Background: an optimization exercise with open tools, aiming at small area, a short achievable clock period and few clock cycles per item. Do not read the settings as production practice. No activity file was given, so power comes from the tool's default toggle rates.

Design fp_coprocessor, start of the top module:
module fp_coprocessor
#(
  parameter int QD = 3
)
(
  input  logic        clk,
  input  logic        reset,
  input  logic [7:0]  paddr,
  input  logic        psel,
  input  logic        penable,
  input  logic        pwrite,
  input  logic [31:0] pwdata,
  output logic [31:0] prdata,
  output logic        pready,
  output logic        pslverr
);
==> flow/config.mk <==
export PLATFORM = sky130hd
export DESIGN_NAME = fp_coprocessor
export DESIGN_NICKNAME = fp_coprocessor
export VERILOG_FILES = /design/flow/design.v
export SDC_FILE = /design/flow/constraint.sdc
export NUM_CORES = 8
export LEC_CHECK = 0
export CAP_MARGIN = 60
export CORE_MARGIN = 2
export CORE_UTILIZATION = 50
export SLEW_MARGIN = 60
==> flow/constraint.sdc <==
create_clock -name core_clock -period 12.0 [get_ports {clk}]
set_input_delay 2.4000 -clock core_clock [delete_from_list [all_inputs] [get_ports {clk}]]
set_output_delay 2.4000 -clock core_clock [all_outputs]
set_load 0.01 [all_outputs]
standard.sh (not shown) runs the stock make flow with config.mk's settings and CLKGATE_MAP_FILE= SYNTH_SCRIPT=/design/flow/synth_recipe.tcl, a recipe that flattens the netlist after the stock synthesis.
==> flow/flow/run.sh <==
#!/bin/bash
# Own layout flow: the standard ORFS flow, with the port buffers made
# from buf_4 cells instead of the resizer's default choice, and the
# post-placement timing repair asked to keep a setup margin.
# Each step's full output stays in orfs/logs/; make's own output goes to
# flow_make.log in the work folder.
set -euo pipefail
bash standard.sh \
  BUFFER_PORTS_ARGS="-buffer_cell sky130_fd_sc_hd__buf_4" \
  SETUP_SLACK_MARGIN=8 \
  finish > flow_make.log 2>&1
Change:
--- a/flow/design.v
+++ b/flow/design.v
@@ -298,20 +298,22 @@
   logic [14:0]   q [QD];
   logic [QD-1:0] qv;
   logic          mph;          
   logic [14:0]   ri;           
   logic          back_q;       
   logic        hw_q;           
   logic [3:0]  hidx_q;
   logic        iw_q;           
   logic        pslverr_q;
-  logic [31:0] prdata_q;
-  logic        reset_q;
+  logic [31:0] prdata_q;       
+  logic        st_q;           
+  logic [5:0]  status_q;
+  logic        reset_q, reset_qq;
   logic        x0_v, x0_ph;
   logic [2:0]  x0_op;
   logic [31:0] x0_a, x0_b;
   logic        x1_v, x1_ph, x1_mul, x1_pass, x1_sign, x1_sub, x1_bzero, x1_mz;
   logic [3:0]  x1_dest;
   logic [22:0] x1_fbig;
   logic [23:0] x1_aligned;
   logic [8:0]  x1_ex;
   logic [5:0]  x1_one, x1_two, x1_neg;
@@ -336,47 +338,44 @@
   logic [3:0]  rf_wa;
   logic [31:0] rf_wd;
   logic [31:0] rda, rdb;
   reg_file reg_file_i (
     .clk(clk), .reset(reset_q),
     .we(rf_we), .wa(rf_wa), .wd(rf_wd),
     .ra1(q[0][7:4]), .ra2(hrd_now ? paddr[5:2] : q[0][3:0]),
     .rd1(rda), .rd2(rdb)
   );
-  logic [31:0] res;             
   logic [2:0] op;
   logic [3:0] dest, src1, src2;
-  logic       uses2, is_mul, hazard, block, issue, deq, kill, fwd_a, fwd_b;
+  logic       uses2, is_mul, hazard, block, issue, deq, kill;
   assign op   = q[0][14:12];
   assign dest = q[0][11:8];
   assign src1 = q[0][7:4];
   assign src2 = q[0][3:0];
   function automatic logic busy(input logic [3:0] r, input logic va, input logic [3:0] da,
                                 input logic vb, input logic [3:0] db,
                                 input logic vc, input logic [3:0] dc);
     busy = (va && (da == r)) || (vb && (db == r)) || (vc && (dc == r));
   endfunction
   assign uses2  = ~op[2];   
   assign is_mul = (op == 3'd3);
-  assign hazard = busy(src1, x0_v, ri[11:8], x1_v, x1_dest, 1'b0, x2_dest) ||
-                  (uses2 && busy(src2, x0_v, ri[11:8], x1_v, x1_dest, 1'b0, x2_dest));
-  assign fwd_a  = x2_v && (x2_dest == src1);
-  assign fwd_b  = x2_v && (x2_dest == src2);
+  assign hazard = busy(src1, x0_v, ri[11:8], x1_v, x1_dest, x2_v, x2_dest) ||
+                  (uses2 && busy(src2, x0_v, ri[11:8], x1_v, x1_dest, x2_v, x2_dest));
   assign block  = hw_q | wb2_v | back_q;
   assign issue  = mph | (qv[0] & ~hazard & ~block);
   assign deq    = issue & ~(is_mul & ~mph);
   assign kill   = issue & ((hrd_now & uses2) | hwr_now);
   always_ff @(posedge clk) begin
     ri    <= q[0];
     x0_ph <= mph;
     x0_op <= op;
-    x0_a  <= fwd_a ? res : rda;
-    x0_b  <= fwd_b ? res : rdb;
+    x0_a  <= rda;
+    x0_b  <= rdb;
   end
   logic        x_sub, x_mul, x_pass, psign, osign, osub, bzero;
   logic [22:0] fbig;
   logic [23:0] aligned;
   logic [7:0]  ea, eb, ebig;
   logic [5:0]  one, two, neg;
   assign x_sub  = (x0_op == 3'd2);
   assign x_mul  = (x0_op == 3'd3);
   assign x_pass = x0_op[2];
@@ -425,19 +424,19 @@
     x2_lz    <= lz;
     x2_rs    <= rs;
     x2_rc    <= rc;
     x2_e     <= x1_mul ? x1_ex[7:0] + 8'd129 : x1_ex[7:0];
     x2_z0    <= x1_mz | (x1_ex <= 9'd127);
     x2_z1    <= x1_mz | (x1_ex <= 9'd126);
     x2_i0    <= (x1_ex >= 9'd382);
     x2_i1    <= (x1_ex >= 9'd381);
   end
-  logic [31:0] add_res, mul_res;
+  logic [31:0] add_res, mul_res, res;
   fp_add_pack fp_add_pack_i (
     .sum(x2_sum), .lz(x2_lz), .e(x2_e), .sign(x2_sign), .sub(x2_sub), .bzero(x2_bzero),
     .pass(x2_pass), .result(add_res)
   );
   fp_mul_pack fp_mul_pack_i (
     .row_s(x2_rs[35:0]), .row_c(x2_rc[35:0]), .xe(x2_e),
     .zero0(x2_z0), .zero1(x2_z1), .inf0(x2_i0), .inf1(x2_i1),
     .sign(x2_sign), .result(mul_res)
   );
@@ -512,16 +511,19 @@
       pslverr_q <= 1'b0;
     end else begin
       hw_q      <= setup & is_reg & pwrite;
       iw_q      <= setup & is_instr & pwrite & op_ok & (op4 != 4'd0) & room;
       pslverr_q <= setup & err;
     end
   end
   always_ff @(posedge clk) begin
     reset_q  <= reset;
+    reset_qq <= reset_q;
     hidx_q   <= paddr[5:2];
-    prdata_q <= (paddr[6] & ~reset_q) ? rdb : status;
+    prdata_q <= rdb;
+    st_q     <= ~paddr[6];
+    status_q <= status[5:0];
   end
   assign pready  = 1'b1;
   assign pslverr = pslverr_q;
-  assign prdata  = prdata_q;
+  assign prdata  = st_q ? {26'd0, status_q} : (prdata_q & {32{~reset_qq}});
 endmodule
After rerunning:
- power shrinks by 1.3%
- design area drops by 3.5%
- final cell count falls by 3.4%
- via count falls by 2.8%
- hold slack got worse by 0.0083 ns
- count of clock-buffer cells in the layout goes up by 12
- global-route usage is higher by 0.55 points
- area after synthesis fell by 2.0%
- setup slack got worse by 0.18 ns
- critical path depth shrinks by 13
- sequential share of layout area grows by 0.67 points
- clock skew shrinks by 0.021 ns
No functional check of the RTL was part of any run of this note.

re-timing with driven ports:
Ports are ideal in the flow. The routed layouts listed here were re-timed in OpenROAD. Step 1 sets driving cells, clkbuf_16 on the clock port and buf_2 on the other inputs (assumed; they add their load-dependent delay and slew). Step 2 moves the port delays by t, midway between the first and last clock arrival at a register: inputs arrive t later, outputs are due t later. That takes back most of the time a late clock gives input paths. Three values: ideal, step 1, step 2; two values: the first two.
run	t, ns	slack for setup (ns)	latest minus earliest clock arrival (ns)
the first run	0.760	7.873 / 7.873 / 7.220	0.063 / 0.063
the second run	0.758	7.696 / 7.624 / 7.284	0.042 / 0.042
After both steps every run listed still meets setup and hold. The setup slack of the first run, which loses most, moves by 0.000 ns with the drivers and by -0.653 ns with both steps.
